From an optimization exercise on the open Yosys and OpenROAD flow, aimed at small area and a short achievable clock period; shortcuts taken in it are not production practice.
The RTL was checked by simulation tests, not by an equivalence proof against the original design.
No activity file was given, so power comes from the tool's default toggle rates.

$ cat flow/config.mk
export PLATFORM = sky130hd
export DESIGN_NAME = mac_top
export DESIGN_NICKNAME = mac_top
export VERILOG_FILES = /design/flow/design.v
export SDC_FILE = /design/flow/constraint.sdc
export NUM_CORES = 4
export LEC_CHECK = 0
export ABC_CLOCK_PERIOD_IN_PS = 3200
export CAP_MARGIN = 20
export CORE_MARGIN = 2
export CORE_UTILIZATION = 65
export CTS_CLUSTER_DIAMETER = 100
export CTS_CLUSTER_SIZE = 24
export SETUP_SLACK_MARGIN = 4.8
export SLEW_MARGIN = 20
$ cat flow/constraint.sdc
create_clock -name core_clock -period 8.0 [get_ports {clk}]
set_input_delay 1.6000 -clock core_clock [delete_from_list [all_inputs] [get_ports {clk}]]
set_output_delay 1.6000 -clock core_clock [all_outputs]
set_load 0.01 [all_outputs]
$ cat flow/design.v
`default_nettype none
package mac_pkg;
	localparam int PIXEL_W      = 16;    
	localparam int WEIGHT_W     = 16;    
	localparam int ACC_W        = 32;    
	localparam int LANES        = 4;     
	localparam int HID_DEPTH    = 16;    
	localparam int HID_ADDR_W   = 4;
	localparam int NEURONS      = 64;    
	localparam int NEURON_IDX_W = 6;
	typedef logic signed [PIXEL_W-1:0]        pixel_t;
	typedef logic [LANES*WEIGHT_W-1:0]        weight_word_t;   
	typedef logic [LANES*ACC_W-1:0]           acc_word_t;      
	typedef logic [HID_ADDR_W-1:0]            hid_addr_t;
	typedef logic [NEURON_IDX_W-1:0]          neuron_idx_t;    
endpackage
`default_nettype wire
`timescale 1ns/1ps
`default_nettype none
module input_sequencer (
	input  logic                  clk,
	input  logic                  reset,
	input  logic                  i_start,       
	input  logic                  i_valid,       
	input  mac_pkg::pixel_t       i_pixel,
	input  mac_pkg::weight_word_t i_weights,
	input  logic                  i_last,
	output logic                  o_busy,
	output logic                  o_op_valid,
	output logic [7:0]            o_one,         
	output logic [7:0]            o_two,
	output logic [7:0]            o_neg,
	output logic [7:0]            o_one_n,       
	output logic [7:0]            o_two_n,
	output logic [7:0]            o_negz,
	output mac_pkg::weight_word_t o_weights,
	output logic                  o_mask,        
	output logic                  o_clr,         
	output logic                  o_dump,        
	output logic [6:0]            o_dcnt         
);
	logic                run;
	mac_pkg::hid_addr_t  addr;            
	logic                first;           
	logic                accept;
	logic                fin;
	assign accept = i_valid && run;
	assign fin    = accept && (addr == 4'd15) && i_last;
	assign o_clr  = i_start && !o_busy;
	always_ff @(posedge clk) begin
		if (reset) begin
			run        <= 1'b0;
			o_dump     <= 1'b0;
			o_busy     <= 1'b0;
			o_op_valid <= 1'b0;
		end else begin
			o_op_valid <= accept;
			if (!o_busy) begin
				if (i_start) begin
					run    <= 1'b1;
					o_busy <= 1'b1;
				end
			end
			if (fin) begin
				run    <= 1'b0;
				o_dump <= 1'b1;
			end
			if (o_dump && o_dcnt == 7'd67) begin
				o_dump <= 1'b0;
				o_busy <= 1'b0;
			end
		end
	end
	always_ff @(posedge clk) begin
		if (!o_busy) begin
			addr  <= '0;
			first <= 1'b1;
		end else if (accept) begin
			addr <= addr + 1'b1;    
			if (addr == 4'd15)
				first <= 1'b0;
		end
		o_dcnt <= o_dump ? o_dcnt + 1'b1 : 7'd0;
	end
	logic [16:0] pb;
	logic [7:0]  one, two, neg;
	assign pb = {i_pixel, 1'b0};
	for (genvar i = 0; i < 8; i++) begin : g_enc
		assign one[i] = pb[2*i+1] ^ pb[2*i];
		assign two[i] = (pb[2*i+2] & ~pb[2*i+1] & ~pb[2*i]) | (~pb[2*i+2] & pb[2*i+1] & pb[2*i]);
		assign neg[i] = pb[2*i+2];
	end
	always_ff @(posedge clk) begin
		o_one     <= accept ? one : '0;
		o_two     <= accept ? two : '0;
		o_neg     <= accept ? neg : '0;
		o_one_n   <= accept ? ~one : '1;
		o_two_n   <= accept ? ~two : '1;
		o_negz    <= accept ? (neg & (one | two)) : '0;
		o_weights <= i_weights;
		o_mask    <= accept && first && (addr != 4'd15);
	end
endmodule
`default_nettype wire
`timescale 1ns/1ps
`default_nettype none
module mac_lane_array (
	input  logic                  clk,
	input  logic [7:0]            i_one,      
	input  logic [7:0]            i_two,      
	input  logic [7:0]            i_neg,      
	input  logic [7:0]            i_one_n,    
	input  logic [7:0]            i_two_n,    
	input  logic [7:0]            i_negz,
	input  mac_pkg::weight_word_t i_weights,
	output mac_pkg::acc_word_t    o_sum,
	output mac_pkg::acc_word_t    o_carry
);
	for (genvar l = 0; l < mac_pkg::LANES; l++) begin : g_lane
		logic [15:0] a;
		logic [7:0]  one, two, neg;
		logic [31:0] srow, crow;
		assign a   = i_weights[l*16 +: 16];
		if (l < 2) begin : g_pos
			assign one = i_one;
			assign two = i_two;
			assign neg = i_neg;
		end else begin : g_inv
			assign one = ~i_one_n;
			assign two = ~i_two_n;
			assign neg = i_negz;
		end
		logic k138, k140, k142, k144, k146, k148, k150, k152, k154, k156, k158, k160, k162, k164, k166, k168, k170, k172, k174, k176, k178, k180, k182, k184, k186, k188, k190, k192, k194, k196, k198, k200, k202, k204, k206, k208, k210, k212, k214, k216, k218, k220, k222, k224, k226, k228, k230, k232, k234, k236, k238, k240, k242, k244, k246, k248, k250, k252, k254, k256, k258, k260, k262, k264, k266, k268, k270, k272, k274, k276, k278, k280, k282, k284, k286, k288, k290, k292, k294, k296, k298, k300, k302, k304, k306, k308, k310, k312, k314, k316, k318, k320, k322, k324, k326, k328, k330, k332, k334, k336, k338, k340, k342, k344, k346, k348, k350, k352, k354, k356, k358, k360, p1, p2, p3, p4, p5, p6, p7, p8, p9, p10, p11, p12, p13, p14, p15, p16, p17, p18, p19, p20, p21, p22, p23, p24, p25, p26, p27, p28, p29, p30, p31, p32, p33, p34, p35, p36, p37, p38, p39, p40, p41, p42, p43, p44, p45, p46, p47, p48, p49, p50, p51, p52, p53, p54, p55, p56, p57, p58, p59, p60, p61, p62, p63, p64, p65, p66, p67, p68, p69, p70, p71, p72, p73, p74, p75, p76, p77, p78, p79, p80, p81, p82, p83, p84, p85, p86, p87, p88, p89, p90, p91, p92, p93, p94, p95, p96, p97, p98, p99, p100, p101, p102, p103, p104, p105, p106, p107, p108, p109, p110, p111, p112, p113, p114, p115, p116, p117, p118, p119, p120, p121, p122, p123, p124, p125, p126, p127, p128, p129, p130, p131, p132, p133, p134, p135, p136, s137, s139, s141, s143, s145, s147, s149, s151, s153, s155, s157, s159, s161, s163, s165, s167, s169, s171, s173, s175, s177, s179, s181, s183, s185, s187, s189, s191, s193, s195, s197, s199, s201, s203, s205, s207, s209, s211, s213, s215, s217, s219, s221, s223, s225, s227, s229, s231, s233, s235, s237, s239, s241, s243, s245, s247, s249, s251, s253, s255, s257, s259, s261, s263, s265, s267, s269, s271, s273, s275, s277, s279, s281, s283, s285, s287, s289, s291, s293, s295, s297, s299, s301, s303, s305, s307, s309, s311, s313, s315, s317, s319, s321, s323, s325, s327, s329, s331, s333, s335, s337, s339, s341, s343, s345, s347, s349, s351, s353, s355, s357, s359;
		assign p1 = (one[0] & a[0]) ^ neg[0];
		assign p2 = ((one[0] & a[1]) | (two[0] & a[0])) ^ neg[0];
		assign p3 = ((one[0] & a[2]) | (two[0] & a[1])) ^ neg[0];
		assign p4 = ((one[0] & a[3]) | (two[0] & a[2])) ^ neg[0];
		assign p5 = ((one[0] & a[4]) | (two[0] & a[3])) ^ neg[0];
		assign p6 = ((one[0] & a[5]) | (two[0] & a[4])) ^ neg[0];
		assign p7 = ((one[0] & a[6]) | (two[0] & a[5])) ^ neg[0];
		assign p8 = ((one[0] & a[7]) | (two[0] & a[6])) ^ neg[0];
		assign p9 = ((one[0] & a[8]) | (two[0] & a[7])) ^ neg[0];
		assign p10 = ((one[0] & a[9]) | (two[0] & a[8])) ^ neg[0];
		assign p11 = ((one[0] & a[10]) | (two[0] & a[9])) ^ neg[0];
		assign p12 = ((one[0] & a[11]) | (two[0] & a[10])) ^ neg[0];
		assign p13 = ((one[0] & a[12]) | (two[0] & a[11])) ^ neg[0];
		assign p14 = ((one[0] & a[13]) | (two[0] & a[12])) ^ neg[0];
		assign p15 = ((one[0] & a[14]) | (two[0] & a[13])) ^ neg[0];
		assign p16 = ((one[0] & a[15]) | (two[0] & a[14])) ^ neg[0];
		assign p17 = ~(((one[0] & a[15]) | (two[0] & a[15])) ^ neg[0]);
		assign p18 = (one[1] & a[0]) ^ neg[1];
		assign p19 = ((one[1] & a[1]) | (two[1] & a[0])) ^ neg[1];
		assign p20 = ((one[1] & a[2]) | (two[1] & a[1])) ^ neg[1];
		assign p21 = ((one[1] & a[3]) | (two[1] & a[2])) ^ neg[1];
		assign p22 = ((one[1] & a[4]) | (two[1] & a[3])) ^ neg[1];
		assign p23 = ((one[1] & a[5]) | (two[1] & a[4])) ^ neg[1];
		assign p24 = ((one[1] & a[6]) | (two[1] & a[5])) ^ neg[1];
		assign p25 = ((one[1] & a[7]) | (two[1] & a[6])) ^ neg[1];
		assign p26 = ((one[1] & a[8]) | (two[1] & a[7])) ^ neg[1];
		assign p27 = ((one[1] & a[9]) | (two[1] & a[8])) ^ neg[1];
		assign p28 = ((one[1] & a[10]) | (two[1] & a[9])) ^ neg[1];
		assign p29 = ((one[1] & a[11]) | (two[1] & a[10])) ^ neg[1];
		assign p30 = ((one[1] & a[12]) | (two[1] & a[11])) ^ neg[1];
		assign p31 = ((one[1] & a[13]) | (two[1] & a[12])) ^ neg[1];
		assign p32 = ((one[1] & a[14]) | (two[1] & a[13])) ^ neg[1];
		assign p33 = ((one[1] & a[15]) | (two[1] & a[14])) ^ neg[1];
		assign p34 = ~(((one[1] & a[15]) | (two[1] & a[15])) ^ neg[1]);
		assign p35 = (one[2] & a[0]) ^ neg[2];
		assign p36 = ((one[2] & a[1]) | (two[2] & a[0])) ^ neg[2];
		assign p37 = ((one[2] & a[2]) | (two[2] & a[1])) ^ neg[2];
		assign p38 = ((one[2] & a[3]) | (two[2] & a[2])) ^ neg[2];
		assign p39 = ((one[2] & a[4]) | (two[2] & a[3])) ^ neg[2];
		assign p40 = ((one[2] & a[5]) | (two[2] & a[4])) ^ neg[2];
		assign p41 = ((one[2] & a[6]) | (two[2] & a[5])) ^ neg[2];
		assign p42 = ((one[2] & a[7]) | (two[2] & a[6])) ^ neg[2];
		assign p43 = ((one[2] & a[8]) | (two[2] & a[7])) ^ neg[2];
		assign p44 = ((one[2] & a[9]) | (two[2] & a[8])) ^ neg[2];
		assign p45 = ((one[2] & a[10]) | (two[2] & a[9])) ^ neg[2];
		assign p46 = ((one[2] & a[11]) | (two[2] & a[10])) ^ neg[2];
		assign p47 = ((one[2] & a[12]) | (two[2] & a[11])) ^ neg[2];
		assign p48 = ((one[2] & a[13]) | (two[2] & a[12])) ^ neg[2];
		assign p49 = ((one[2] & a[14]) | (two[2] & a[13])) ^ neg[2];
		assign p50 = ((one[2] & a[15]) | (two[2] & a[14])) ^ neg[2];
		assign p51 = ~(((one[2] & a[15]) | (two[2] & a[15])) ^ neg[2]);
		assign p52 = (one[3] & a[0]) ^ neg[3];
		assign p53 = ((one[3] & a[1]) | (two[3] & a[0])) ^ neg[3];
		assign p54 = ((one[3] & a[2]) | (two[3] & a[1])) ^ neg[3];
		assign p55 = ((one[3] & a[3]) | (two[3] & a[2])) ^ neg[3];
		assign p56 = ((one[3] & a[4]) | (two[3] & a[3])) ^ neg[3];
		assign p57 = ((one[3] & a[5]) | (two[3] & a[4])) ^ neg[3];
		assign p58 = ((one[3] & a[6]) | (two[3] & a[5])) ^ neg[3];
		assign p59 = ((one[3] & a[7]) | (two[3] & a[6])) ^ neg[3];
		assign p60 = ((one[3] & a[8]) | (two[3] & a[7])) ^ neg[3];
		assign p61 = ((one[3] & a[9]) | (two[3] & a[8])) ^ neg[3];
		assign p62 = ((one[3] & a[10]) | (two[3] & a[9])) ^ neg[3];
		assign p63 = ((one[3] & a[11]) | (two[3] & a[10])) ^ neg[3];
		assign p64 = ((one[3] & a[12]) | (two[3] & a[11])) ^ neg[3];
		assign p65 = ((one[3] & a[13]) | (two[3] & a[12])) ^ neg[3];
		assign p66 = ((one[3] & a[14]) | (two[3] & a[13])) ^ neg[3];
		assign p67 = ((one[3] & a[15]) | (two[3] & a[14])) ^ neg[3];
		assign p68 = ~(((one[3] & a[15]) | (two[3] & a[15])) ^ neg[3]);
		assign p69 = (one[4] & a[0]) ^ neg[4];
		assign p70 = ((one[4] & a[1]) | (two[4] & a[0])) ^ neg[4];
		assign p71 = ((one[4] & a[2]) | (two[4] & a[1])) ^ neg[4];
		assign p72 = ((one[4] & a[3]) | (two[4] & a[2])) ^ neg[4];
		assign p73 = ((one[4] & a[4]) | (two[4] & a[3])) ^ neg[4];
		assign p74 = ((one[4] & a[5]) | (two[4] & a[4])) ^ neg[4];
		assign p75 = ((one[4] & a[6]) | (two[4] & a[5])) ^ neg[4];
		assign p76 = ((one[4] & a[7]) | (two[4] & a[6])) ^ neg[4];
		assign p77 = ((one[4] & a[8]) | (two[4] & a[7])) ^ neg[4];
		assign p78 = ((one[4] & a[9]) | (two[4] & a[8])) ^ neg[4];
		assign p79 = ((one[4] & a[10]) | (two[4] & a[9])) ^ neg[4];
		assign p80 = ((one[4] & a[11]) | (two[4] & a[10])) ^ neg[4];
		assign p81 = ((one[4] & a[12]) | (two[4] & a[11])) ^ neg[4];
		assign p82 = ((one[4] & a[13]) | (two[4] & a[12])) ^ neg[4];
		assign p83 = ((one[4] & a[14]) | (two[4] & a[13])) ^ neg[4];
		assign p84 = ((one[4] & a[15]) | (two[4] & a[14])) ^ neg[4];
		assign p85 = ~(((one[4] & a[15]) | (two[4] & a[15])) ^ neg[4]);
		assign p86 = (one[5] & a[0]) ^ neg[5];
		assign p87 = ((one[5] & a[1]) | (two[5] & a[0])) ^ neg[5];
		assign p88 = ((one[5] & a[2]) | (two[5] & a[1])) ^ neg[5];
		assign p89 = ((one[5] & a[3]) | (two[5] & a[2])) ^ neg[5];
		assign p90 = ((one[5] & a[4]) | (two[5] & a[3])) ^ neg[5];
		assign p91 = ((one[5] & a[5]) | (two[5] & a[4])) ^ neg[5];
		assign p92 = ((one[5] & a[6]) | (two[5] & a[5])) ^ neg[5];
		assign p93 = ((one[5] & a[7]) | (two[5] & a[6])) ^ neg[5];
		assign p94 = ((one[5] & a[8]) | (two[5] & a[7])) ^ neg[5];
		assign p95 = ((one[5] & a[9]) | (two[5] & a[8])) ^ neg[5];
		assign p96 = ((one[5] & a[10]) | (two[5] & a[9])) ^ neg[5];
		assign p97 = ((one[5] & a[11]) | (two[5] & a[10])) ^ neg[5];
		assign p98 = ((one[5] & a[12]) | (two[5] & a[11])) ^ neg[5];
		assign p99 = ((one[5] & a[13]) | (two[5] & a[12])) ^ neg[5];
		assign p100 = ((one[5] & a[14]) | (two[5] & a[13])) ^ neg[5];
		assign p101 = ((one[5] & a[15]) | (two[5] & a[14])) ^ neg[5];
		assign p102 = ~(((one[5] & a[15]) | (two[5] & a[15])) ^ neg[5]);
		assign p103 = (one[6] & a[0]) ^ neg[6];
		assign p104 = ((one[6] & a[1]) | (two[6] & a[0])) ^ neg[6];
		assign p105 = ((one[6] & a[2]) | (two[6] & a[1])) ^ neg[6];
		assign p106 = ((one[6] & a[3]) | (two[6] & a[2])) ^ neg[6];
		assign p107 = ((one[6] & a[4]) | (two[6] & a[3])) ^ neg[6];
		assign p108 = ((one[6] & a[5]) | (two[6] & a[4])) ^ neg[6];
		assign p109 = ((one[6] & a[6]) | (two[6] & a[5])) ^ neg[6];
		assign p110 = ((one[6] & a[7]) | (two[6] & a[6])) ^ neg[6];
		assign p111 = ((one[6] & a[8]) | (two[6] & a[7])) ^ neg[6];
		assign p112 = ((one[6] & a[9]) | (two[6] & a[8])) ^ neg[6];
		assign p113 = ((one[6] & a[10]) | (two[6] & a[9])) ^ neg[6];
		assign p114 = ((one[6] & a[11]) | (two[6] & a[10])) ^ neg[6];
		assign p115 = ((one[6] & a[12]) | (two[6] & a[11])) ^ neg[6];
		assign p116 = ((one[6] & a[13]) | (two[6] & a[12])) ^ neg[6];
		assign p117 = ((one[6] & a[14]) | (two[6] & a[13])) ^ neg[6];
		assign p118 = ((one[6] & a[15]) | (two[6] & a[14])) ^ neg[6];
		assign p119 = ~(((one[6] & a[15]) | (two[6] & a[15])) ^ neg[6]);
		assign p120 = (one[7] & a[0]) ^ neg[7];
		assign p121 = ((one[7] & a[1]) | (two[7] & a[0])) ^ neg[7];
		assign p122 = ((one[7] & a[2]) | (two[7] & a[1])) ^ neg[7];
		assign p123 = ((one[7] & a[3]) | (two[7] & a[2])) ^ neg[7];
		assign p124 = ((one[7] & a[4]) | (two[7] & a[3])) ^ neg[7];
		assign p125 = ((one[7] & a[5]) | (two[7] & a[4])) ^ neg[7];
		assign p126 = ((one[7] & a[6]) | (two[7] & a[5])) ^ neg[7];
		assign p127 = ((one[7] & a[7]) | (two[7] & a[6])) ^ neg[7];
		assign p128 = ((one[7] & a[8]) | (two[7] & a[7])) ^ neg[7];
		assign p129 = ((one[7] & a[9]) | (two[7] & a[8])) ^ neg[7];
		assign p130 = ((one[7] & a[10]) | (two[7] & a[9])) ^ neg[7];
		assign p131 = ((one[7] & a[11]) | (two[7] & a[10])) ^ neg[7];
		assign p132 = ((one[7] & a[12]) | (two[7] & a[11])) ^ neg[7];
		assign p133 = ((one[7] & a[13]) | (two[7] & a[12])) ^ neg[7];
		assign p134 = ((one[7] & a[14]) | (two[7] & a[13])) ^ neg[7];
		assign p135 = ((one[7] & a[15]) | (two[7] & a[14])) ^ neg[7];
		assign p136 = ~(((one[7] & a[15]) | (two[7] & a[15])) ^ neg[7]);
		assign s137 = p11 ^ p26;
		assign k138 = p11 & p26;
		assign s139 = p12 ^ p27;
		assign k140 = p12 & p27;
		assign s141 = p13 ^ p28 ^ p43;
		assign k142 = (p13 & p28) | (p13 & p43) | (p28 & p43);
		assign s143 = p58 ^ p73;
		assign k144 = p58 & p73;
		assign s145 = p14 ^ p29 ^ p44;
		assign k146 = (p14 & p29) | (p14 & p44) | (p29 & p44);
		assign s147 = p59 ^ p74;
		assign k148 = p59 & p74;
		assign s149 = p15 ^ p30 ^ p45;
		assign k150 = (p15 & p30) | (p15 & p45) | (p30 & p45);
		assign s151 = p60 ^ p75 ^ p90;
		assign k152 = (p60 & p75) | (p60 & p90) | (p75 & p90);
		assign s153 = p105 ^ p120;
		assign k154 = p105 & p120;
		assign s155 = p16 ^ p31 ^ p46;
		assign k156 = (p16 & p31) | (p16 & p46) | (p31 & p46);
		assign s157 = p61 ^ p76 ^ p91;
		assign k158 = (p61 & p76) | (p61 & p91) | (p76 & p91);
		assign s159 = p106 ^ p121;
		assign k160 = p106 & p121;
		assign s161 = p17 ^ p32 ^ p47;
		assign k162 = (p17 & p32) | (p17 & p47) | (p32 & p47);
		assign s163 = p62 ^ p77 ^ p92;
		assign k164 = (p62 & p77) | (p62 & p92) | (p77 & p92);
		assign s165 = p107 ^ p122 ^ 1'b1;
		assign k166 = (p107 & p122) | (p107 & 1'b1) | (p122 & 1'b1);
		assign s167 = p33 ^ p48 ^ p63;
		assign k168 = (p33 & p48) | (p33 & p63) | (p48 & p63);
		assign s169 = p78 ^ p93 ^ p108;
		assign k170 = (p78 & p93) | (p78 & p108) | (p93 & p108);
		assign s171 = p123 ^ 1'b1;
		assign k172 = p123 & 1'b1;
		assign s173 = p34 ^ p49 ^ p64;
		assign k174 = (p34 & p49) | (p34 & p64) | (p49 & p64);
		assign s175 = p79 ^ p94 ^ p109;
		assign k176 = (p79 & p94) | (p79 & p109) | (p94 & p109);
		assign s177 = p50 ^ p65 ^ p80;
		assign k178 = (p50 & p65) | (p50 & p80) | (p65 & p80);
		assign s179 = p95 ^ p110;
		assign k180 = p95 & p110;
		assign s181 = p51 ^ p66 ^ p81;
		assign k182 = (p51 & p66) | (p51 & p81) | (p66 & p81);
		assign s183 = p67 ^ p82;
		assign k184 = p67 & p82;
		assign s185 = p7 ^ p22;
		assign k186 = p7 & p22;
		assign s187 = p8 ^ p23;
		assign k188 = p8 & p23;
		assign s189 = p9 ^ p24 ^ p39;
		assign k190 = (p9 & p24) | (p9 & p39) | (p24 & p39);
		assign s191 = p54 ^ p69;
		assign k192 = p54 & p69;
		assign s193 = p10 ^ p25 ^ p40;
		assign k194 = (p10 & p25) | (p10 & p40) | (p25 & p40);
		assign s195 = p55 ^ p70;
		assign k196 = p55 & p70;
		assign s197 = s137 ^ p41 ^ p56;
		assign k198 = (s137 & p41) | (s137 & p56) | (p41 & p56);
		assign s199 = p71 ^ p86 ^ neg[5];
		assign k200 = (p71 & p86) | (p71 & neg[5]) | (p86 & neg[5]);
		assign s201 = s139 ^ p42 ^ p57;
		assign k202 = (s139 & p42) | (s139 & p57) | (p42 & p57);
		assign s203 = p72 ^ p87 ^ k138;
		assign k204 = (p72 & p87) | (p72 & k138) | (p87 & k138);
		assign s205 = s141 ^ s143 ^ p88;
		assign k206 = (s141 & s143) | (s141 & p88) | (s143 & p88);
		assign s207 = p103 ^ neg[6] ^ k140;
		assign k208 = (p103 & neg[6]) | (p103 & k140) | (neg[6] & k140);
		assign s209 = s145 ^ s147 ^ p89;
		assign k210 = (s145 & s147) | (s145 & p89) | (s147 & p89);
		assign s211 = p104 ^ k142 ^ k144;
		assign k212 = (p104 & k142) | (p104 & k144) | (k142 & k144);
		assign s213 = s149 ^ s151 ^ s153;
		assign k214 = (s149 & s151) | (s149 & s153) | (s151 & s153);
		assign s215 = neg[7] ^ k146 ^ k148;
		assign k216 = (neg[7] & k146) | (neg[7] & k148) | (k146 & k148);
		assign s217 = s155 ^ s157 ^ s159;
		assign k218 = (s155 & s157) | (s155 & s159) | (s157 & s159);
		assign s219 = k150 ^ k152 ^ k154;
		assign k220 = (k150 & k152) | (k150 & k154) | (k152 & k154);
		assign s221 = s161 ^ s163 ^ s165;
		assign k222 = (s161 & s163) | (s161 & s165) | (s163 & s165);
		assign s223 = k156 ^ k158 ^ k160;
		assign k224 = (k156 & k158) | (k156 & k160) | (k158 & k160);
		assign s225 = s167 ^ s169 ^ s171;
		assign k226 = (s167 & s169) | (s167 & s171) | (s169 & s171);
		assign s227 = k162 ^ k164 ^ k166;
		assign k228 = (k162 & k164) | (k162 & k166) | (k164 & k166);
		assign s229 = s173 ^ s175 ^ p124;
		assign k230 = (s173 & s175) | (s173 & p124) | (s175 & p124);
		assign s231 = k168 ^ k170 ^ k172;
		assign k232 = (k168 & k170) | (k168 & k172) | (k170 & k172);
		assign s233 = s177 ^ s179 ^ p125;
		assign k234 = (s177 & s179) | (s177 & p125) | (s179 & p125);
		assign s235 = 1'b1 ^ k174 ^ k176;
		assign k236 = (1'b1 & k174) | (1'b1 & k176) | (k174 & k176);
		assign s237 = s181 ^ p96 ^ p111;
		assign k238 = (s181 & p96) | (s181 & p111) | (p96 & p111);
		assign s239 = p126 ^ k178 ^ k180;
		assign k240 = (p126 & k178) | (p126 & k180) | (k178 & k180);
		assign s241 = s183 ^ p97 ^ p112;
		assign k242 = (s183 & p97) | (s183 & p112) | (p97 & p112);
		assign s243 = p127 ^ 1'b1 ^ k182;
		assign k244 = (p127 & 1'b1) | (p127 & k182) | (1'b1 & k182);
		assign s245 = p68 ^ p83 ^ p98;
		assign k246 = (p68 & p83) | (p68 & p98) | (p83 & p98);
		assign s247 = p113 ^ p128 ^ k184;
		assign k248 = (p113 & p128) | (p113 & k184) | (p128 & k184);
		assign s249 = p84 ^ p99 ^ p114;
		assign k250 = (p84 & p99) | (p84 & p114) | (p99 & p114);
		assign s251 = p129 ^ 1'b1;
		assign k252 = p129 & 1'b1;
		assign s253 = p85 ^ p100 ^ p115;
		assign k254 = (p85 & p100) | (p85 & p115) | (p100 & p115);
		assign s255 = p101 ^ p116;
		assign k256 = p101 & p116;
		assign s257 = p5 ^ p20;
		assign k258 = p5 & p20;
		assign s259 = p6 ^ p21;
		assign k260 = p6 & p21;
		assign s261 = s185 ^ p37 ^ p52;
		assign k262 = (s185 & p37) | (s185 & p52) | (p37 & p52);
		assign s263 = s187 ^ p38 ^ p53;
		assign k264 = (s187 & p38) | (s187 & p53) | (p38 & p53);
		assign s265 = s189 ^ s191 ^ neg[4];
		assign k266 = (s189 & s191) | (s189 & neg[4]) | (s191 & neg[4]);
		assign s267 = s193 ^ s195 ^ k190;
		assign k268 = (s193 & s195) | (s193 & k190) | (s195 & k190);
		assign s269 = s197 ^ s199 ^ k194;
		assign k270 = (s197 & s199) | (s197 & k194) | (s199 & k194);
		assign s271 = s201 ^ s203 ^ k198;
		assign k272 = (s201 & s203) | (s201 & k198) | (s203 & k198);
		assign s273 = s205 ^ s207 ^ k202;
		assign k274 = (s205 & s207) | (s205 & k202) | (s207 & k202);
		assign s275 = s209 ^ s211 ^ k206;
		assign k276 = (s209 & s211) | (s209 & k206) | (s211 & k206);
		assign s277 = s213 ^ s215 ^ k210;
		assign k278 = (s213 & s215) | (s213 & k210) | (s215 & k210);
		assign s279 = s217 ^ s219 ^ k214;
		assign k280 = (s217 & s219) | (s217 & k214) | (s219 & k214);
		assign s281 = s221 ^ s223 ^ k218;
		assign k282 = (s221 & s223) | (s221 & k218) | (s223 & k218);
		assign s283 = s225 ^ s227 ^ k222;
		assign k284 = (s225 & s227) | (s225 & k222) | (s227 & k222);
		assign s285 = s229 ^ s231 ^ k226;
		assign k286 = (s229 & s231) | (s229 & k226) | (s231 & k226);
		assign s287 = s233 ^ s235 ^ k230;
		assign k288 = (s233 & s235) | (s233 & k230) | (s235 & k230);
		assign s289 = s237 ^ s239 ^ k234;
		assign k290 = (s237 & s239) | (s237 & k234) | (s239 & k234);
		assign s291 = s241 ^ s243 ^ k238;
		assign k292 = (s241 & s243) | (s241 & k238) | (s243 & k238);
		assign s293 = s245 ^ s247 ^ k242;
		assign k294 = (s245 & s247) | (s245 & k242) | (s247 & k242);
		assign s295 = s249 ^ s251 ^ k246;
		assign k296 = (s249 & s251) | (s249 & k246) | (s251 & k246);
		assign s297 = s253 ^ p130 ^ k250;
		assign k298 = (s253 & p130) | (s253 & k250) | (p130 & k250);
		assign s299 = s255 ^ p131 ^ 1'b1;
		assign k300 = (s255 & p131) | (s255 & 1'b1) | (p131 & 1'b1);
		assign s301 = p102 ^ p117 ^ p132;
		assign k302 = (p102 & p117) | (p102 & p132) | (p117 & p132);
		assign s303 = p118 ^ p133;
		assign k304 = p118 & p133;
		assign s305 = p3 ^ p18;
		assign k306 = p3 & p18;
		assign s307 = p4 ^ p19;
		assign k308 = p4 & p19;
		assign s309 = s257 ^ p35 ^ neg[2];
		assign k310 = (s257 & p35) | (s257 & neg[2]) | (p35 & neg[2]);
		assign s311 = s259 ^ p36 ^ k258;
		assign k312 = (s259 & p36) | (s259 & k258) | (p36 & k258);
		assign s313 = s261 ^ neg[3] ^ k260;
		assign k314 = (s261 & neg[3]) | (s261 & k260) | (neg[3] & k260);
		assign s315 = s263 ^ k186 ^ k262;
		assign k316 = (s263 & k186) | (s263 & k262) | (k186 & k262);
		assign s317 = s265 ^ k188 ^ k264;
		assign k318 = (s265 & k188) | (s265 & k264) | (k188 & k264);
		assign s319 = s267 ^ k192 ^ k266;
		assign k320 = (s267 & k192) | (s267 & k266) | (k192 & k266);
		assign s321 = s269 ^ k196 ^ k268;
		assign k322 = (s269 & k196) | (s269 & k268) | (k196 & k268);
		assign s323 = s271 ^ k200 ^ k270;
		assign k324 = (s271 & k200) | (s271 & k270) | (k200 & k270);
		assign s325 = s273 ^ k204 ^ k272;
		assign k326 = (s273 & k204) | (s273 & k272) | (k204 & k272);
		assign s327 = s275 ^ k208 ^ k274;
		assign k328 = (s275 & k208) | (s275 & k274) | (k208 & k274);
		assign s329 = s277 ^ k212 ^ k276;
		assign k330 = (s277 & k212) | (s277 & k276) | (k212 & k276);
		assign s331 = s279 ^ k216 ^ k278;
		assign k332 = (s279 & k216) | (s279 & k278) | (k216 & k278);
		assign s333 = s281 ^ k220 ^ k280;
		assign k334 = (s281 & k220) | (s281 & k280) | (k220 & k280);
		assign s335 = s283 ^ k224 ^ k282;
		assign k336 = (s283 & k224) | (s283 & k282) | (k224 & k282);
		assign s337 = s285 ^ k228 ^ k284;
		assign k338 = (s285 & k228) | (s285 & k284) | (k228 & k284);
		assign s339 = s287 ^ k232 ^ k286;
		assign k340 = (s287 & k232) | (s287 & k286) | (k232 & k286);
		assign s341 = s289 ^ k236 ^ k288;
		assign k342 = (s289 & k236) | (s289 & k288) | (k236 & k288);
		assign s343 = s291 ^ k240 ^ k290;
		assign k344 = (s291 & k240) | (s291 & k290) | (k240 & k290);
		assign s345 = s293 ^ k244 ^ k292;
		assign k346 = (s293 & k244) | (s293 & k292) | (k244 & k292);
		assign s347 = s295 ^ k248 ^ k294;
		assign k348 = (s295 & k248) | (s295 & k294) | (k248 & k294);
		assign s349 = s297 ^ k252 ^ k296;
		assign k350 = (s297 & k252) | (s297 & k296) | (k252 & k296);
		assign s351 = s299 ^ k254 ^ k298;
		assign k352 = (s299 & k254) | (s299 & k298) | (k254 & k298);
		assign s353 = s301 ^ k256 ^ k300;
		assign k354 = (s301 & k256) | (s301 & k300) | (k256 & k300);
		assign s355 = s303 ^ 1'b1 ^ k302;
		assign k356 = (s303 & 1'b1) | (s303 & k302) | (1'b1 & k302);
		assign s357 = p119 ^ p134 ^ k304;
		assign k358 = (p119 & p134) | (p119 & k304) | (p134 & k304);
		assign s359 = p135 ^ 1'b1;
		assign k360 = p135 & 1'b1;
		assign srow = {1'b1, p136, s359, s357, s355, s353, s351, s349, s347, s345, s343, s341, s339, s337, s335, s333, s331, s329, s327, s325, s323, s321, s319, s317, s315, s313, s311, s309, s307, s305, p2, p1};
		assign crow = {1'b0, k360, k358, k356, k354, k352, k350, k348, k346, k344, k342, k340, k338, k336, k334, k332, k330, k328, k326, k324, k322, k320, k318, k316, k314, k312, k310, k308, k306, neg[1], 1'b0, neg[0]};
		always_ff @(posedge clk) begin
			o_sum  [l*32 +: 32] <= srow;
			o_carry[l*32 +: 32] <= crow;
		end
	end
endmodule
`default_nettype wire
`timescale 1ns/1ps
`default_nettype none
module hidden_ram (
	input  logic               clk,
	input  logic               i_shift,
	input  logic               i_mask,      
	input  logic               i_clr,       
	input  mac_pkg::acc_word_t i_psum,      
	input  mac_pkg::acc_word_t i_pcarry,    
	output mac_pkg::acc_word_t o_head
);
	localparam int W = mac_pkg::LANES * mac_pkg::ACC_W;
	logic [mac_pkg::HID_DEPTH*W-1:0] ring;    
	mac_pkg::acc_word_t              sum;      
	logic [mac_pkg::LANES-1:0]       sum_c;    
	logic [mac_pkg::LANES-1:0]       tail_c;   
	mac_pkg::acc_word_t              tail;     
	assign o_head = ring[W-1:0];
	for (genvar l = 0; l < mac_pkg::LANES; l++) begin : g_lane
		logic [31:0] acc, s, c, x, y, t;
		assign acc = o_head[l*32 +: 32];
		assign s   = i_psum[l*32 +: 32];
		assign c   = i_pcarry[l*32 +: 32];
		assign x   = acc ^ s ^ c;
		assign y   = {(acc[30:0] & s[30:0]) | (acc[30:0] & c[30:0]) | (s[30:0] & c[30:0]), 1'b0};
		assign {sum_c[l], sum[l*32 +: 16]} = {1'b0, x[15:0]} + {1'b0, y[15:0]};
		assign sum[l*32+16 +: 16] = x[31:16] + y[31:16];
		assign t = ring[(mac_pkg::HID_DEPTH-1)*W + l*32 +: 32];
		assign tail[l*32 +: 32] = {t[31:16] + {15'd0, tail_c[l]}, t[15:0]};
	end
	always_ff @(posedge clk) begin
		if (i_shift) begin
			ring[mac_pkg::HID_DEPTH*W-1:W] <= {sum, tail, ring[(mac_pkg::HID_DEPTH-1)*W-1:2*W]};
			tail_c <= sum_c;
		end
	end
	always_ff @(posedge clk) begin
		if (i_clr)
			ring[W-1:0] <= '0;
		else if (i_shift)
			ring[W-1:0] <= i_mask ? '0 : ring[2*W-1:W];
	end
endmodule
`default_nettype wire
`timescale 1ns/1ps
`default_nettype none
module result_reader (
	input  logic                        clk,
	input  logic                        reset,
	input  logic                        i_dump,
	input  logic [6:0]                  i_dcnt,
	input  mac_pkg::acc_word_t          i_head,
	output logic                        o_rotate_next,   
	output logic                        o_valid,
	output mac_pkg::neuron_idx_t        o_index,
	output logic signed [mac_pkg::ACC_W-1:0] o_value,
	output logic                        o_done
);
	logic [6:0] k;
	assign k = i_dcnt - 7'd3;
	assign o_rotate_next = i_dump && (i_dcnt[1:0] == 2'd1) && (i_dcnt >= 7'd5) && (i_dcnt <= 7'd65);
	always_ff @(posedge clk) begin
		if (reset) begin
			o_valid <= 1'b0;
			o_done  <= 1'b0;
		end else begin
			o_valid <= i_dump && (i_dcnt >= 7'd3) && (i_dcnt <= 7'd66);
			o_done  <= i_dump && (i_dcnt == 7'd66);
		end
	end
	always_ff @(posedge clk) begin
		o_index <= k[5:0];
		o_value <= i_head[k[1:0]*mac_pkg::ACC_W +: mac_pkg::ACC_W];
	end
endmodule
`default_nettype wire
`timescale 1ns/1ps
`default_nettype none
module mac_top (
	input  logic                        clk,
	input  logic                        reset,
	input  logic                        i_start,
	input  logic                        i_valid,
	input  mac_pkg::pixel_t             i_pixel,
	input  mac_pkg::weight_word_t       i_weights,
	input  logic                        i_last,
	output logic                        o_busy,
	output logic                        o_valid,
	output mac_pkg::neuron_idx_t        o_index,
	output logic signed [mac_pkg::ACC_W-1:0] o_value,
	output logic                        o_done
);
	logic                  op_valid;
	logic [7:0]            op_one, op_two, op_neg;
	logic [7:0]            op_one_n, op_two_n, op_negz;
	mac_pkg::weight_word_t op_weights;
	logic                  op_mask;
	logic                  clr;
	logic                  dump;
	logic [6:0]            dcnt;
	mac_pkg::acc_word_t    psum, pcarry;
	logic                  shift;
	logic                  pr_mask;
	mac_pkg::acc_word_t    head;
	logic                  rotate_next;
	input_sequencer seq_i (
		.clk        (clk),
		.reset      (reset),
		.i_start    (i_start),
		.i_valid    (i_valid),
		.i_pixel    (i_pixel),
		.i_weights  (i_weights),
		.i_last     (i_last),
		.o_busy     (o_busy),
		.o_op_valid (op_valid),
		.o_one      (op_one),
		.o_two      (op_two),
		.o_neg      (op_neg),
		.o_one_n    (op_one_n),
		.o_two_n    (op_two_n),
		.o_negz     (op_negz),
		.o_weights  (op_weights),
		.o_mask     (op_mask),
		.o_clr      (clr),
		.o_dump     (dump),
		.o_dcnt     (dcnt)
	);
	mac_lane_array mac_i (
		.clk       (clk),
		.i_one     (op_one),
		.i_two     (op_two),
		.i_neg     (op_neg),
		.i_one_n   (op_one_n),
		.i_two_n   (op_two_n),
		.i_negz    (op_negz),
		.i_weights (op_weights),
		.o_sum     (psum),
		.o_carry   (pcarry)
	);
	always_ff @(posedge clk) begin
		if (reset)
			shift <= 1'b0;
		else
			shift <= op_valid || rotate_next;
		pr_mask <= op_mask;
	end
	hidden_ram ram_i (
		.clk     (clk),
		.i_shift  (shift),
		.i_mask   (pr_mask),
		.i_clr    (clr),
		.i_psum   (psum),
		.i_pcarry (pcarry),
		.o_head  (head)
	);
	result_reader rd_i (
		.clk      (clk),
		.reset    (reset),
		.i_dump   (dump),
		.i_dcnt   (dcnt),
		.i_head   (head),
		.o_rotate_next (rotate_next),
		.o_valid  (o_valid),
		.o_index  (o_index),
		.o_value  (o_value),
		.o_done   (o_done)
	);
endmodule
`default_nettype wire
$ cat flow/run.sh
#!/bin/bash
# synth_recipe.tcl (not shown) runs the flow's synth.tcl, then flattens the netlist and writes it again
# the make line also repeats each setting of config.mk as NAME=value (left out here)
make -C /OpenROAD-flow-scripts/flow DESIGN_CONFIG=/design/flow/config.mk WORK_HOME=/design/flow/orfs CLKGATE_MAP_FILE= SYNTH_SCRIPT=/design/flow/synth_recipe.tcl finish
==> results.toml, run 1 <==
[global_routing]
grt_pass1_vias = 50466
grt_pass1_wl_um = 306000
antenna_found_initial = 28
grt_overflow = 0
grtUsageMet3 = 0.0521
grt_util_met2 = 0.395
grt_max_degree = 199
track_usage = 0.261
grt.busiest_layer = "met1"
grt_util_met1 = 0.396

[floorplan]
row_count = 143
pin_count = 126
die_h_um = 395
die-area_mm2 = 0.156
coreArea_mm2 = 0.152
start_util = 0.654
die_w_um = 395

[synthesis]
ys_async_sr_fraction = 0
synth_cell_types = 70
netlist_area_mm2 = 0.0994
synth_flop_cell = "edfxtp_1"
synthCells = 6193
yosys_warnings = 5
synth_fp_nets = 6966
synth_edf_count = 1924
ys_seq_elements = 2463
synth.avg_cell_area_um2 = 16.1
yosysSeqAreaShare = 0.690

[routing]
drt-initial-drc-count = 5453
vias = 50764
first_pass_iters = 6
routed_wl_um = 206000
drt-wirelength-per-cell_um = 24.1
drt.antenna.violating_nets = 0
drc_errors = 0
drt-vias-per-instance = 5.94

[timing]
worst_pin_slew_ns = 1.15
hold_viol_final = 0
period_share = 0.412
rsz0062_at_grt = "true"
maxSlewHeadroom = 0.232
setup_tns_ns = 0
final.min_clock_period_ns = 3.29
finalSetupViolCount = 0
skew_ns = 0.0375
fmax_mhz = 304
slew_violations = 0

[critical_path]
critical_path.slowest_cell = "fa_1"
critPathKind = "register to register"
critical-path-max-stage-delay_ns = 0.54
path_max_fanout = 5
worstPathCellList = "clkinvlp_4, o22ai_2, xnor2_1, fa_1, inv_1, fa_1, inv_1, fa_1, inv_1, fa_1"
worstPathRequired_ns = 8.66
startpoint_type = "register"
cp-end-kind = "register"
critPathBufInv = 4
crit_arrival_ns = 3.96
path_delay_family = "adder cells"
path_common_cell = "fa_1"

[placement]
portBuffers = 125
dp_hpwl_um = 128000
gp_congestion = 0.866
dp.cells = 8097

[min_path]
min_path_type = "register to register"

[cts]
cts_tree = "done"
ctsRootBufferMaster = "clkbuf_16"
clkTransAtPathRegs_ns = 0.11
clock_sinks = 2463
hold_buffers = 0
clkLatencyLatePin_ns = 0.78
cts_buffers = 115
ctsLongestPathBuffers = 3
htree_levels = 3

[layout]
utilization = 0.725
fin_cells = 8552
area_growth_pct = 10.8
layout_common_cells = "1,924 x edfxtp_1, 445 x fa_1, 429 x xnor2_1"
final_common_cell = "edfxtp_1"
fin_nets = 7174
drive_gt1_frac = 0.117

[power]
leakage_uw = 0.0399
irDropWorstVdd_v = 0.000191
power.density_mw_per_mm2 = 232
total_power_uw = 25500

[flow_run]
max_cap_viol_count = 0

[status]
status = "timing/DRC/antenna clean"
[state kept, by name (all words and copies together) (netlist names), 4 cells and up]
register and flops:
seq_i.addr 4, rd_i.o_value 32, seq_i.o_weights 64, seq_i.o_one_n 8
ram_i.tail_c 4, seq_i.o_negz 8, rd_i.o_index 6, seq_i.o_two_n 8
mac_i.o_sum 124, ram_i.ring 2048, seq_i.o_one 8, seq_i.o_dcnt 7
mac_i.o_carry 116, seq_i.o_neg 8, seq_i.o_two 8
[synthesized netlist by cell type (4+ instances only)]
library cell     n  area, µm²
nor3_1          19       95.1
o21ai_1          8       40.0
o21bai_1        16        120
o22ai_1        242       1510
nand4_1          9       56.3
fa_1           460       9210
o21a_1          16        120
buf_2            5       25.0
a22oi_1        240       1800
nor2b_1        141        882
nor4_1           4       25.0
and3_1          27        169
a21oi_1        181        906
o21ai_0         59        295
mux2i_1          8       80.1
a211oi_1        16        120
buf_1           52        195
xnor2_1        440       3850
a21o_1          25        188
edfxtp_1      1924      57800
xor2_1         277       2430
mux4_2          32        721
ha_1           228       2850
dfxtp_1        539      10800
nand3_1         38        190
a2bb2oi_1        7       61.3
nand2b_1        15       93.8
o31a_1           5       43.8
clkbuf_1       266        998
and2_1          30        188
nor2_1         234        878
a31oi_1         12       75.1
o31ai_1          5       37.5
or3_1            6       37.5
inv_1          433       1630
nand2_1        124        465
mux2_2           4       45.0
[timing repair]
item,CTS,global route
pin swaps,43,107
cloned,17,11
endpoints found under the setup margin,246,155
resized for setup,339,183
buffers inserted,113,75
[worst register-to-register path, cell delays in order (launching register included)]
cell	delay [ns]
dfxtp_4	0.40
clkinvlp_4	0.21
o22ai_2	0.21
xnor2_1	0.11
fa_1	0.53
inv_1	0.06
fa_1	0.54
inv_1	0.06
fa_1	0.53
inv_1	0.06
fa_1	0.48
[stage by stage]
stage	cell area [µm²]	worst slack [ns]	hold WS (ns)
after floorplan	99500	-6.46	0.310
after global placement	103000	3.71	0.400
after detailed placement	103000	4.00	0.405
after CTS	108000	4.74	0.408
after global routing	110000	4.62	0.412
final	110000	4.71	0.405
[logic make-up after synthesis]
| logic type | Yosys count | synth area share |
|---|---|---|
| multiplexers | 44 | 0.00851 |
| AO/OA/AOI/OAI | 868 | 0.0569 |
| flip-flops | 2463 | 0.690 |
| AND/OR/NAND/NOR | 654 | 0.0316 |
| XOR/XNOR | 717 | 0.0632 |
| adder cells (fa/ha/maj) | 688 | 0.121 |
| buffers and inverters | 759 | 0.0287 |
[final timing paths]
| check | slack, ns | depth (start not counted) | endpoint | start |
|---|---|---|---|---|
| worst max-delay path | 4.71 | 10 | mac_i.o_sum[108] | seq_i.o_weights[57] |
| worst min-delay path | 0.40 | 0 | ram_i.ring[522] | ram_i.ring[650] |
| worst max register to register | 4.71 | 10 | mac_i.o_sum[108] | seq_i.o_weights[57] |
| worst min register to register | 0.40 | 0 | ram_i.ring[522] | ram_i.ring[650] |
[final cells by class]
| class | count | area (µm²) |
|---|---|---|
| Clock buffer | 205 | 3250 |
| Tap cell | 2030 | 2540 |
| Fill cell | 9441 | 41800 |
| Multi-Input combinational cell | 2971 | 28800 |
| Inverter | 436 | 1760 |
| Antenna cell | 19 | 47.5 |
| Timing Repair Buffer | 410 | 4650 |
| Clock inverter | 14 | 204 |
| Timing Repair inverter | 4 | 30.0 |
| Sequential cell | 2463 | 68900 |
[power by group]
part,internal (µW),switching (µW)
Clock,2810,3780
Combinational,1850,2340
Sequential,14400,357
Total,19000,6480
[routing by layer]
| metal | share of wire | vias to the layer above | wire [µm] |
|---|---|---|---|
| met5 | 0.0016 | - | 326 |
| met4 | 0.027 | 22 | 5580 |
| met3 | 0.083 | 468 | 17100 |
| met2 | 0.45 | 2119 | 92300 |
| met1 | 0.44 | 25811 | 91100 |
| li1 | - | 22344 | - |
==> run 2: changes to the inputs <==
--- a/flow/design.v
+++ b/flow/design.v
@@ -40,25 +40,28 @@
 	output logic [6:0]            o_dcnt         
 );
 	logic                run;
+	logic                idle;            
 	mac_pkg::hid_addr_t  addr;            
 	logic                first;           
 	logic                accept;
 	logic                fin;
 	assign accept = i_valid && run;
 	assign fin    = accept && (addr == 4'd15) && i_last;
-	assign o_clr  = i_start && !o_busy;
+	assign o_clr  = i_start && idle;
 	always_ff @(posedge clk) begin
 		if (reset) begin
 			run        <= 1'b0;
 			o_dump     <= 1'b0;
 			o_busy     <= 1'b0;
+			idle       <= 1'b1;
 			o_op_valid <= 1'b0;
 		end else begin
 			o_op_valid <= accept;
-			if (!o_busy) begin
+			if (idle) begin
 				if (i_start) begin
 					run    <= 1'b1;
 					o_busy <= 1'b1;
+					idle   <= 1'b0;
 				end
 			end
 			if (fin) begin
@@ -68,11 +71,12 @@
 			if (o_dump && o_dcnt == 7'd67) begin
 				o_dump <= 1'b0;
 				o_busy <= 1'b0;
+				idle   <= 1'b1;
 			end
 		end
 	end
 	always_ff @(posedge clk) begin
-		if (!o_busy) begin
+		if (idle) begin
 			addr  <= '0;
 			first <= 1'b1;
 		end else if (accept) begin
@@ -113,13 +117,14 @@
 	input  logic [7:0]            i_two_n,    
 	input  logic [7:0]            i_negz,
 	input  mac_pkg::weight_word_t i_weights,
-	output mac_pkg::acc_word_t    o_sum,
-	output mac_pkg::acc_word_t    o_carry
+	output mac_pkg::acc_word_t    o_row0,
+	output mac_pkg::acc_word_t    o_row1,
+	output mac_pkg::acc_word_t    o_row2
 );
 	for (genvar l = 0; l < mac_pkg::LANES; l++) begin : g_lane
 		logic [15:0] a;
 		logic [7:0]  one, two, neg;
-		logic [31:0] srow, crow;
+		logic [31:0] row0, row1, row2;
 		assign a   = i_weights[l*16 +: 16];
 		if (l < 2) begin : g_pos
 			assign one = i_one;
@@ -130,7 +135,7 @@
 			assign two = ~i_two_n;
 			assign neg = i_negz;
 		end
-		logic k138, k140, k142, k144, k146, k148, k150, k152, k154, k156, k158, k160, k162, k164, k166, k168, k170, k172, k174, k176, k178, k180, k182, k184, k186, k188, k190, k192, k194, k196, k198, k200, k202, k204, k206, k208, k210, k212, k214, k216, k218, k220, k222, k224, k226, k228, k230, k232, k234, k236, k238, k240, k242, k244, k246, k248, k250, k252, k254, k256, k258, k260, k262, k264, k266, k268, k270, k272, k274, k276, k278, k280, k282, k284, k286, k288, k290, k292, k294, k296, k298, k300, k302, k304, k306, k308, k310, k312, k314, k316, k318, k320, k322, k324, k326, k328, k330, k332, k334, k336, k338, k340, k342, k344, k346, k348, k350, k352, k354, k356, k358, k360, p1, p2, p3, p4, p5, p6, p7, p8, p9, p10, p11, p12, p13, p14, p15, p16, p17, p18, p19, p20, p21, p22, p23, p24, p25, p26, p27, p28, p29, p30, p31, p32, p33, p34, p35, p36, p37, p38, p39, p40, p41, p42, p43, p44, p45, p46, p47, p48, p49, p50, p51, p52, p53, p54, p55, p56, p57, p58, p59, p60, p61, p62, p63, p64, p65, p66, p67, p68, p69, p70, p71, p72, p73, p74, p75, p76, p77, p78, p79, p80, p81, p82, p83, p84, p85, p86, p87, p88, p89, p90, p91, p92, p93, p94, p95, p96, p97, p98, p99, p100, p101, p102, p103, p104, p105, p106, p107, p108, p109, p110, p111, p112, p113, p114, p115, p116, p117, p118, p119, p120, p121, p122, p123, p124, p125, p126, p127, p128, p129, p130, p131, p132, p133, p134, p135, p136, s137, s139, s141, s143, s145, s147, s149, s151, s153, s155, s157, s159, s161, s163, s165, s167, s169, s171, s173, s175, s177, s179, s181, s183, s185, s187, s189, s191, s193, s195, s197, s199, s201, s203, s205, s207, s209, s211, s213, s215, s217, s219, s221, s223, s225, s227, s229, s231, s233, s235, s237, s239, s241, s243, s245, s247, s249, s251, s253, s255, s257, s259, s261, s263, s265, s267, s269, s271, s273, s275, s277, s279, s281, s283, s285, s287, s289, s291, s293, s295, s297, s299, s301, s303, s305, s307, s309, s311, s313, s315, s317, s319, s321, s323, s325, s327, s329, s331, s333, s335, s337, s339, s341, s343, s345, s347, s349, s351, s353, s355, s357, s359;
+		logic k138, k140, k142, k144, k146, k148, k150, k152, k154, k156, k158, k160, k162, k164, k166, k168, k170, k172, k174, k176, k178, k180, k182, k184, k186, k188, k190, k192, k194, k196, k198, k200, k202, k204, k206, k208, k210, k212, k214, k216, k218, k220, k222, k224, k226, k228, k230, k232, k234, k236, k238, k240, k242, k244, k246, k248, k250, k252, k254, k256, k258, k260, k262, k264, k266, k268, k270, k272, k274, k276, k278, k280, k282, k284, k286, k288, k290, k292, k294, k296, k298, k300, k302, k304, p1, p2, p3, p4, p5, p6, p7, p8, p9, p10, p11, p12, p13, p14, p15, p16, p17, p18, p19, p20, p21, p22, p23, p24, p25, p26, p27, p28, p29, p30, p31, p32, p33, p34, p35, p36, p37, p38, p39, p40, p41, p42, p43, p44, p45, p46, p47, p48, p49, p50, p51, p52, p53, p54, p55, p56, p57, p58, p59, p60, p61, p62, p63, p64, p65, p66, p67, p68, p69, p70, p71, p72, p73, p74, p75, p76, p77, p78, p79, p80, p81, p82, p83, p84, p85, p86, p87, p88, p89, p90, p91, p92, p93, p94, p95, p96, p97, p98, p99, p100, p101, p102, p103, p104, p105, p106, p107, p108, p109, p110, p111, p112, p113, p114, p115, p116, p117, p118, p119, p120, p121, p122, p123, p124, p125, p126, p127, p128, p129, p130, p131, p132, p133, p134, p135, p136, s137, s139, s141, s143, s145, s147, s149, s151, s153, s155, s157, s159, s161, s163, s165, s167, s169, s171, s173, s175, s177, s179, s181, s183, s185, s187, s189, s191, s193, s195, s197, s199, s201, s203, s205, s207, s209, s211, s213, s215, s217, s219, s221, s223, s225, s227, s229, s231, s233, s235, s237, s239, s241, s243, s245, s247, s249, s251, s253, s255, s257, s259, s261, s263, s265, s267, s269, s271, s273, s275, s277, s279, s281, s283, s285, s287, s289, s291, s293, s295, s297, s299, s301, s303;
 		assign p1 = (one[0] & a[0]) ^ neg[0];
 		assign p2 = ((one[0] & a[1]) | (two[0] & a[0])) ^ neg[0];
 		assign p3 = ((one[0] & a[2]) | (two[0] & a[1])) ^ neg[0];
@@ -435,67 +440,13 @@
 		assign k302 = (p102 & p117) | (p102 & p132) | (p117 & p132);
 		assign s303 = p118 ^ p133;
 		assign k304 = p118 & p133;
-		assign s305 = p3 ^ p18;
-		assign k306 = p3 & p18;
-		assign s307 = p4 ^ p19;
-		assign k308 = p4 & p19;
-		assign s309 = s257 ^ p35 ^ neg[2];
-		assign k310 = (s257 & p35) | (s257 & neg[2]) | (p35 & neg[2]);
-		assign s311 = s259 ^ p36 ^ k258;
-		assign k312 = (s259 & p36) | (s259 & k258) | (p36 & k258);
-		assign s313 = s261 ^ neg[3] ^ k260;
-		assign k314 = (s261 & neg[3]) | (s261 & k260) | (neg[3] & k260);
-		assign s315 = s263 ^ k186 ^ k262;
-		assign k316 = (s263 & k186) | (s263 & k262) | (k186 & k262);
-		assign s317 = s265 ^ k188 ^ k264;
-		assign k318 = (s265 & k188) | (s265 & k264) | (k188 & k264);
-		assign s319 = s267 ^ k192 ^ k266;
-		assign k320 = (s267 & k192) | (s267 & k266) | (k192 & k266);
-		assign s321 = s269 ^ k196 ^ k268;
-		assign k322 = (s269 & k196) | (s269 & k268) | (k196 & k268);
-		assign s323 = s271 ^ k200 ^ k270;
-		assign k324 = (s271 & k200) | (s271 & k270) | (k200 & k270);
-		assign s325 = s273 ^ k204 ^ k272;
-		assign k326 = (s273 & k204) | (s273 & k272) | (k204 & k272);
-		assign s327 = s275 ^ k208 ^ k274;
-		assign k328 = (s275 & k208) | (s275 & k274) | (k208 & k274);
-		assign s329 = s277 ^ k212 ^ k276;
-		assign k330 = (s277 & k212) | (s277 & k276) | (k212 & k276);
-		assign s331 = s279 ^ k216 ^ k278;
-		assign k332 = (s279 & k216) | (s279 & k278) | (k216 & k278);
-		assign s333 = s281 ^ k220 ^ k280;
-		assign k334 = (s281 & k220) | (s281 & k280) | (k220 & k280);
-		assign s335 = s283 ^ k224 ^ k282;
-		assign k336 = (s283 & k224) | (s283 & k282) | (k224 & k282);
-		assign s337 = s285 ^ k228 ^ k284;
-		assign k338 = (s285 & k228) | (s285 & k284) | (k228 & k284);
-		assign s339 = s287 ^ k232 ^ k286;
-		assign k340 = (s287 & k232) | (s287 & k286) | (k232 & k286);
-		assign s341 = s289 ^ k236 ^ k288;
-		assign k342 = (s289 & k236) | (s289 & k288) | (k236 & k288);
-		assign s343 = s291 ^ k240 ^ k290;
-		assign k344 = (s291 & k240) | (s291 & k290) | (k240 & k290);
-		assign s345 = s293 ^ k244 ^ k292;
-		assign k346 = (s293 & k244) | (s293 & k292) | (k244 & k292);
-		assign s347 = s295 ^ k248 ^ k294;
-		assign k348 = (s295 & k248) | (s295 & k294) | (k248 & k294);
-		assign s349 = s297 ^ k252 ^ k296;
-		assign k350 = (s297 & k252) | (s297 & k296) | (k252 & k296);
-		assign s351 = s299 ^ k254 ^ k298;
-		assign k352 = (s299 & k254) | (s299 & k298) | (k254 & k298);
-		assign s353 = s301 ^ k256 ^ k300;
-		assign k354 = (s301 & k256) | (s301 & k300) | (k256 & k300);
-		assign s355 = s303 ^ 1'b1 ^ k302;
-		assign k356 = (s303 & 1'b1) | (s303 & k302) | (1'b1 & k302);
-		assign s357 = p119 ^ p134 ^ k304;
-		assign k358 = (p119 & p134) | (p119 & k304) | (p134 & k304);
-		assign s359 = p135 ^ 1'b1;
-		assign k360 = p135 & 1'b1;
-		assign srow = {1'b1, p136, s359, s357, s355, s353, s351, s349, s347, s345, s343, s341, s339, s337, s335, s333, s331, s329, s327, s325, s323, s321, s319, s317, s315, s313, s311, s309, s307, s305, p2, p1};
-		assign crow = {1'b0, k360, k358, k356, k354, k352, k350, k348, k346, k344, k342, k340, k338, k336, k334, k332, k330, k328, k326, k324, k322, k320, k318, k316, k314, k312, k310, k308, k306, neg[1], 1'b0, neg[0]};
+		assign row0 = {1'b1, p136, p135, p119, s303, s301, s299, s297, s295, s293, s291, s289, s287, s285, s283, s281, s279, s277, s275, s273, s271, s269, s267, s265, s263, s261, s259, s257, p4, p3, p2, p1};
+		assign row1 = {1'b0, 1'b0, 1'b1, p134, 1'b1, k256, k254, k252, k248, k244, k240, k236, k232, k228, k224, k220, k216, k212, k208, k204, k200, k196, k192, k188, k186, neg[3], p36, p35, p19, p18, 1'b0, neg[0]};
+		assign row2 = {1'b0, 1'b0, 1'b0, k304, k302, k300, k298, k296, k294, k292, k290, k288, k286, k284, k282, k280, k278, k276, k274, k272, k270, k268, k266, k264, k262, k260, k258, neg[2], 1'b0, neg[1], 1'b0, 1'b0};
 		always_ff @(posedge clk) begin
-			o_sum  [l*32 +: 32] <= srow;
-			o_carry[l*32 +: 32] <= crow;
+			o_row0[l*32 +: 32] <= row0;
+			o_row1[l*32 +: 32] <= row1;
+			o_row2[l*32 +: 32] <= row2;
 		end
 	end
 endmodule
@@ -507,28 +458,36 @@
 	input  logic               i_shift,
 	input  logic               i_mask,      
 	input  logic               i_clr,       
-	input  mac_pkg::acc_word_t i_psum,      
-	input  mac_pkg::acc_word_t i_pcarry,    
+	input  mac_pkg::acc_word_t i_row0,      
+	input  mac_pkg::acc_word_t i_row1,
+	input  mac_pkg::acc_word_t i_row2,
 	output mac_pkg::acc_word_t o_head
 );
 	localparam int W = mac_pkg::LANES * mac_pkg::ACC_W;
 	logic [mac_pkg::HID_DEPTH*W-1:0] ring;    
 	mac_pkg::acc_word_t              sum;      
-	logic [mac_pkg::LANES-1:0]       sum_c;    
-	logic [mac_pkg::LANES-1:0]       tail_c;   
+	logic [3*mac_pkg::LANES-1:0]     sum_c;    
+	logic [3*mac_pkg::LANES-1:0]     tail_c;   
 	mac_pkg::acc_word_t              tail;     
 	assign o_head = ring[W-1:0];
 	for (genvar l = 0; l < mac_pkg::LANES; l++) begin : g_lane
-		logic [31:0] acc, s, c, x, y, t;
+		logic [31:0] acc, r0, r1, r2, x1, y1, x, y, t, tc;
+		logic        c3;
 		assign acc = o_head[l*32 +: 32];
-		assign s   = i_psum[l*32 +: 32];
-		assign c   = i_pcarry[l*32 +: 32];
-		assign x   = acc ^ s ^ c;
-		assign y   = {(acc[30:0] & s[30:0]) | (acc[30:0] & c[30:0]) | (s[30:0] & c[30:0]), 1'b0};
-		assign {sum_c[l], sum[l*32 +: 16]} = {1'b0, x[15:0]} + {1'b0, y[15:0]};
-		assign sum[l*32+16 +: 16] = x[31:16] + y[31:16];
-		assign t = ring[(mac_pkg::HID_DEPTH-1)*W + l*32 +: 32];
-		assign tail[l*32 +: 32] = {t[31:16] + {15'd0, tail_c[l]}, t[15:0]};
+		assign r0  = i_row0[l*32 +: 32];
+		assign r1  = i_row1[l*32 +: 32];
+		assign r2  = i_row2[l*32 +: 32];
+		assign x1  = acc ^ r0 ^ r1;
+		assign y1  = {(acc[30:0] & r0[30:0]) | (acc[30:0] & r1[30:0]) | (r0[30:0] & r1[30:0]), 1'b0};
+		assign x   = x1 ^ y1 ^ r2;
+		assign y   = {(x1[30:0] & y1[30:0]) | (x1[30:0] & r2[30:0]) | (y1[30:0] & r2[30:0]), 1'b0};
+		assign {sum_c[3*l],   sum[l*32    +: 8]} = {1'b0, x[ 7: 0]} + {1'b0, y[ 7: 0]};
+		assign {sum_c[3*l+1], sum[l*32+8  +: 8]} = {1'b0, x[15: 8]} + {1'b0, y[15: 8]};
+		assign {sum_c[3*l+2], sum[l*32+16 +: 8]} = {1'b0, x[23:16]} + {1'b0, y[23:16]};
+		assign {c3,           sum[l*32+24 +: 8]} = {1'b0, x[31:24]} + {1'b0, y[31:24]};
+		assign t  = ring[(mac_pkg::HID_DEPTH-1)*W + l*32 +: 32];
+		assign tc = {7'd0, tail_c[3*l+2], 7'd0, tail_c[3*l+1], 7'd0, tail_c[3*l], 8'd0};
+		assign tail[l*32 +: 32] = t + tc;
 	end
 	always_ff @(posedge clk) begin
 		if (i_shift) begin
@@ -600,7 +559,7 @@
 	logic                  clr;
 	logic                  dump;
 	logic [6:0]            dcnt;
-	mac_pkg::acc_word_t    psum, pcarry;
+	mac_pkg::acc_word_t    prow0, prow1, prow2;
 	logic                  shift;
 	logic                  pr_mask;
 	mac_pkg::acc_word_t    head;
@@ -636,8 +595,9 @@
 		.i_two_n   (op_two_n),
 		.i_negz    (op_negz),
 		.i_weights (op_weights),
-		.o_sum     (psum),
-		.o_carry   (pcarry)
+		.o_row0    (prow0),
+		.o_row1    (prow1),
+		.o_row2    (prow2)
 	);
 	always_ff @(posedge clk) begin
 		if (reset)
@@ -651,8 +611,9 @@
 		.i_shift  (shift),
 		.i_mask   (pr_mask),
 		.i_clr    (clr),
-		.i_psum   (psum),
-		.i_pcarry (pcarry),
+		.i_row0   (prow0),
+		.i_row1   (prow1),
+		.i_row2   (prow2),
 		.o_head  (head)
 	);
 	result_reader rd_i (
==> flow/config.mk (replaced) <==
export PLATFORM = sky130hd
export DESIGN_NAME = mac_top
export DESIGN_NICKNAME = mac_top
export VERILOG_FILES = /design/flow/design.v
export SDC_FILE = /design/flow/constraint.sdc
export NUM_CORES = 4
export LEC_CHECK = 0
export CAP_MARGIN = 20
export CORE_MARGIN = 2
export CORE_UTILIZATION = 65
export CTS_CLUSTER_DIAMETER = 100
export CTS_CLUSTER_SIZE = 24
export SETUP_SLACK_MARGIN = 5.0
export SLEW_MARGIN = 20
==> run 2 against run 1 <==
  * Still clean
  * Clock skew decreased by 0.0041 ns
  * Non-clock buffer count decreased by 130
  * Design area increased by 1.6%
  * Sequential power increased by 3%
  * Critical path type is now primary input to register
  * Largest cell class unchanged
==> results.toml, run 2 <==
[status]
status = "timing/DRC/antenna clean"

[global_routing]
grt_overflow = 0
grtUsageMet3 = 0.0496
grt.busiest_layer = "met2"
grt_pass1_wl_um = 312000
grt_util_met2 = 0.390
grt_pass1_vias = 51820

[flow_run]
max_cap_viol_count = 0

[synthesis]
synth_top_area_frac = 0.562
synth_flop_cell = "edfxtp_1"
synth.avg_cell_area_um2 = 15.6
ys_async_sr_fraction = 0
yosysSeqAreaShare = 0.684
ys_seq_elements = 2560
synthCells = 6637
synth.most_common_cell = "edfxtp_1"
synth.largest_area_cell = "edfxtp_1"
netlist_area_mm2 = 0.103

[critical_path]
endpoint = "seq_i.run"
worstPathCellList = "clkdlybuf4s50_1, and2_4, buf_8, nor2_1, nor3_1"
cp_num_cells = 5
path_delay_family = "buffers and inverters"
critical_path.slowest_cell = "clkdlybuf4s50_1"
reg2reg_to = "ram_i.ring[2031]"
worstPathRequired_ns = 8.69
r2r_start = "ram_i.ring[105]"
critPathKind = "primary input to register"
startpoint_type = "primary input"
path_max_fanout = 59
worstRegToRegCells = 10
cp-end-kind = "register"
critical-path-max-stage-delay_ns = 0.85

[power]
comb_power_share = 0.168
irDropWorstVdd_v = 0.000184
power_frac_seq = 0.577
leakage_uw = 0.0412
swShare = 0.254
power.density_mw_per_mm2 = 234

[cts]
clkTransAtPathRegs_ns = 0.10
ctsLongestPathBuffers = 3
clkLatencyLatePin_ns = 0.78
hold_buffers = 0
htree_levels = 3
ctsRootBufferMaster = "clkbuf_16"

[floorplan]
start_util = 0.653
pin_count = 126
coreArea_mm2 = 0.158
die_h_um = 403
die_w_um = 403

[routing]
drt-initial-drc-count = 5505
vias = 51611
drc_errors = 0
routed_wl_um = 209000
drt.antenna.violating_nets = 0
first_pass_iters = 6

[timing]
hold_viol_final = 0
setup_tns_ns = 0
rsz0062_at_grt = "true"
fmax_mhz = 327
slew_violations = 0
period_share = 0.382
maxSlewHeadroom = 0.215

[layout]
layout_common_cells = "1,932 x edfxtp_1, 795 x inv_1, 506 x dfxtp_1"
fin_cells = 8892
max_flop_register = "ram_i.ring"
reg_top3 = "ram_i.ring (2048), mac_i.o_row0 (124), mac_i.o_row1 (104)"
final_common_cell = "edfxtp_1"
drive_gt1_frac = 0.0966

[placement]
dp_hpwl_um = 128000
gp_congestion = 0.869

[min_path]
min_path_type = "register to register"
==> run 2: changes by cell type after synthesis, moves of 28 or more <==
cell and delta:
dfxtp_1 +89, nor2b_1 -76, a2bb2oi_1 +75, inv_1 +416
xor2_1 +73, xnor2_1 -48, buf_2 +35, a21oi_1 -84
nor2_1 -28
==> run 2: cells by family (layout without fill, tap and decap cells) <==
| logic type | after synthesis | after routing | synth area share |
|---|---|---|---|
| other | 0 | 1 | 0 |
| buffers and inverters | 1174 | 1354 | 0.0432 |
| xor gates and xnor gates | 742 | 742 | 0.0629 |
| and+or+nand+nor | 618 | 620 | 0.0289 |
| adders and majority gates | 716 | 716 | 0.121 |
| muxes | 42 | 42 | 0.00805 |
| AOI/OAI and AO/OA | 785 | 785 | 0.0524 |
| DFF | 2560 | 2560 | 0.684 |
==> run 2: how the worst min path moves through the flow <==
stage / cells past startpoint / end
after global routing: 0 / pr_mask
after floorplan: 0 / pr_mask
after detailed placement: 0 / pr_mask
after CTS: 0 / pr_mask
final: 0 / pr_mask
after global placement: 0 / pr_mask
==> run 2: worst reg2reg max path: cells and delay by family (launching register included) <==
family | cells | cell delay (ns)
buffers and inverters | 2 | 0.15
flip-flops | 1 | 0.36
AND/OR/NAND/NOR | 1 | 0.50
AO/OA/AOI/OAI | 3 | 0.44
XOR/XNOR | 1 | 0.14
adder cells (fa/ha/maj) | 3 | 1.17
==> run 2: timing repair <==
| item | in CTS | in global routing |
|---|---|---|
| setup endpoints to repair | 261 | 777 |
| setup buffers | 37 | 51 |
| pin swaps | 41 | 94 |
| resized for setup | 223 | 216 |
| cloned | 2 | 3 |
==> run 2: metal layers <==
| metal | share of wire | up-vias | wire length (µm) |
|---|---|---|---|
| li1 | - | 23028 | - |
| met1 | 0.44 | 26248 | 92000 |
| met2 | 0.45 | 1856 | 94100 |
| met3 | 0.078 | 467 | 16400 |
| met4 | 0.033 | 12 | 6880 |
| met5 | 0.00043 | - | 91 |
==> run 2: power by group through the flow <==
stage                     Clock (µW)  Combinational, µW  Sequential (µW)
after global routing            7330               4970            15200
after floorplan                    0               2980            15400
after global placement             0               3840            15400
final                           6700               4400            15100
after detailed placement           0               3960            15400
after CTS                       6900               4160            15100
==> run 2: metrics by stage <==
step / cell area, µm² / total power, µW / hold WS, ns / utilization / setup WS, ns
3_3_place_gp: 107000 / 19300 / 0.317 / 0.675 / 3.72
4_1_cts: 111000 / 26200 / 0.341 / 0.701 / 4.93
6_report: 112000 / 26200 / 0.341 / 0.708 / 4.94
5_1_grt: 112000 / 27500 / 0.344 / 0.708 / 4.94
3_5_place_dp: 107000 / 19400 / 0.318 / 0.675 / 3.75
2_1_floorplan: 103000 / 18400 / 0.310 / - / -7.37
==> run 2: layout make-up <==
cell class              instances  area (µm²)
clock inverters                 8         113
well taps                    2072        2590
inverters                     851        3290
multi-input cells            2905       28900
diodes                          1        2.50
clock buffers                 214        3290
flip-flops and latches       2560       70800
repair inverters                1        5.00
fillers                     10228       46100
repair buffers                280        2880

Re-timed with assumed drivers on the ports (clkbuf_16 on the clock, buf_2 on other inputs), run 2 has 4.985 ns of setup slack against 4.943 ns with ideal ports, and 4.145 ns once port delays also move by the mid clock arrival of 0.845 ns.
